Background: an optimization exercise with open tools, aiming at small area and a short achievable clock period. Do not read the settings as production practice.
The RTL was checked by simulation tests, not by an equivalence proof against the original design.

## east
## md_scheduler
module md_scheduler #(
    parameter int MULT_LAT = 5,
    parameter int DIV_LAT  = 10,
    parameter int CNT_W    = 4
) (
    input  logic                 clk_i,
    input  logic                 reset_n_i,
    input  logic                 start,
    input  logic [2:0]           mdop,
    input  logic [31:0]          rs_val,
    input  logic [31:0]          rt_val,
    input  logic                 md_use_d,
    output logic                 busy,
    output logic                 done,
    output logic                 stall,
    output logic [31:0]          hi,
    output logic [31:0]          lo
);
clock: 110.0 ns
lec_check: 0
abc_area: 1
cap_margin: 20
core_margin: 2
core_utilization: 40
gpl_timing_driven: 0
slew_margin: 20
standard.sh (not shown) runs the stock make flow with config.mk's settings and CLKGATE_MAP_FILE= SYNTH_SCRIPT=/design/flow/synth_recipe.tcl, a recipe that flattens the netlist after the stock synthesis.
==> flow/flow/run.sh <==
#!/bin/bash
set -o pipefail
export BUFFER_PORTS_ARGS="-buffer_cell sky130_fd_sc_hd__buf_1"
export CTS_ARGS="-sink_clustering_enable -repair_clock_nets -dont_use_dummy_load -buf_list sky130_fd_sc_hd__clkbuf_8 -sink_buffer_max_cap_derate 0.5"
bash standard.sh finish > standard.log 2>&1
Here is what was changed in the inputs of north compared with east.
Settings: GPL_TIMING_DRIVEN: 0 -> unset.
==> flow/flow/run.sh <==
#!/bin/bash
set -o pipefail

export BUFFER_PORTS_ARGS="-buffer_cell sky130_fd_sc_hd__buf_1"
bash standard.sh finish > standard.log 2>&1
==> summary.txt <==
Result: PASS for each of north and east
Taking north over east, the via count ratio works out to 0.943.
Diff east -> north: layout buffering overhead excluding clock cells has decreased; clock buffer and inverter area fraction after layout went up by 2.1 points; worst path setup slack after routing went up 110 ps; share of post-route cells with drive strength above 1 increased by 1.6 points relative to the old numbers.
Going from east to north, the worst-case hold slack was found to have gone up by 24 ps.
Compare north and east | number of clock buffer instances in the layout higher: north
Total area of multi-input combinational cells: north vs east, no meaningful difference
Taking east as the reference point, the cell count along the critical path of north falls by 171.

---

## zinc
Another version of the RTL of md_scheduler (not shown whole).
For scale: roughly 1800 cells after synthesis, ~170 flip-flops, roughly 140 I/O pins, ~15000 µm² of cells after synthesis.
==> flow/config.mk <==
export PLATFORM = sky130hd
export DESIGN_NAME = md_scheduler
export DESIGN_NICKNAME = md_scheduler
export VERILOG_FILES = /design/flow/design.v
export SDC_FILE = /design/flow/constraint.sdc
export NUM_CORES = 4
export LEC_CHECK = 0
export ABC_AREA = 1
export CAP_MARGIN = 20
export CORE_MARGIN = 2
export CORE_UTILIZATION = 40
export SLEW_MARGIN = 20
==> flow/constraint.sdc <==
create_clock -name core_clock -period 110.0 [get_ports {clk_i}]
set_input_delay 22.0000 -clock core_clock [delete_from_list [all_inputs] [get_ports {clk_i}]]
set_output_delay 22.0000 -clock core_clock [all_outputs]
set_load 0.01 [all_outputs]
==> flow/flow/run.sh <==
#!/bin/bash
set -o pipefail
here=$PWD
{
  sed -n '1p' synth_recipe.tcl
  cat <<T
proc abc {args} {
  set i [lsearch -exact \$args -script]
  if {\$i >= 0} { set args [lreplace \$args [expr {\$i + 1}] [expr {\$i + 1}] $here/flow/area.abc] }
  yosys abc {*}\$args
}
T
  sed -n '2,$p' synth_recipe.tcl
} > synth_area.tcl
sed "s#SYNTH_SCRIPT=[^ ]*#SYNTH_SCRIPT=$here/synth_area.tcl#" standard.sh > standard_area.sh
export BUFFER_PORTS_ARGS="-buffer_cell sky130_fd_sc_hd__buf_1"
export CTS_ARGS="-sink_clustering_enable -repair_clock_nets -dont_use_dummy_load"
bash standard_area.sh finish > standard.log 2>&1
==> flow/flow/area.abc <==
strash
&get -n
&deepsyn -T 60
&put
dch -f
amap
topo
stime -c
upsize -c
dnsize -c
zinc completed; timing, DRC and antenna clean
The inputs of amber differ from those of zinc as listed below.
--- a/flow/flow/area.abc
+++ b/flow/flow/area.abc
@@ -2,3 +2,3 @@
 &get -n
-&deepsyn -T 60
+&deepsyn -T 20
 &put
### Flow results
- From zinc to amber the numbers moved as follows: die outline width roughly the same, wire length roughly the same, worst hold slack roughly the same, critical path depth roughly the same.
- In terms of highest achievable clock rate, zinc and amber differ only marginally.
- Diff amber..zinc | met2 wire length | negligible
- Between amber and zinc, the proportion of layout cells with a drive suffix above 1 figures differ only marginally.

-- re-timing with driven ports --
Ports are ideal in the flow. The routed layouts listed here were re-timed in OpenROAD.
Step 1, drivers: a clkbuf_16 drives clk_i and a buf_2 each remaining input, both assumed.
Step 2, shift: input delay + t, output delay - t, t = (earliest + latest rising clock arrival at the registers) / 2. This alone moves slack from input paths to output paths.
Slacks: no drivers / after step 1 / after step 2; pairs: no drivers / after step 1.
run | t (ns) | slack for setup (ns) | worst hold slack (ns) | pins driven straight from the clock port
east | 0.570 | 65.338 / 65.333 / 65.333 | 0.454 / 0.454 / 0.454 | 1
north | 0.494 | 65.453 / 65.430 / 65.430 | 0.478 / 0.478 / 0.478 | 1
zinc | 0.507 | 65.402 / 65.378 / 65.378 | 0.475 / 0.475 / 0.475 | 1
amber | 0.507 | 65.402 / 65.378 / 65.378 | 0.475 / 0.475 / 0.475 | 1
After both steps setup and hold are still met in every run listed.
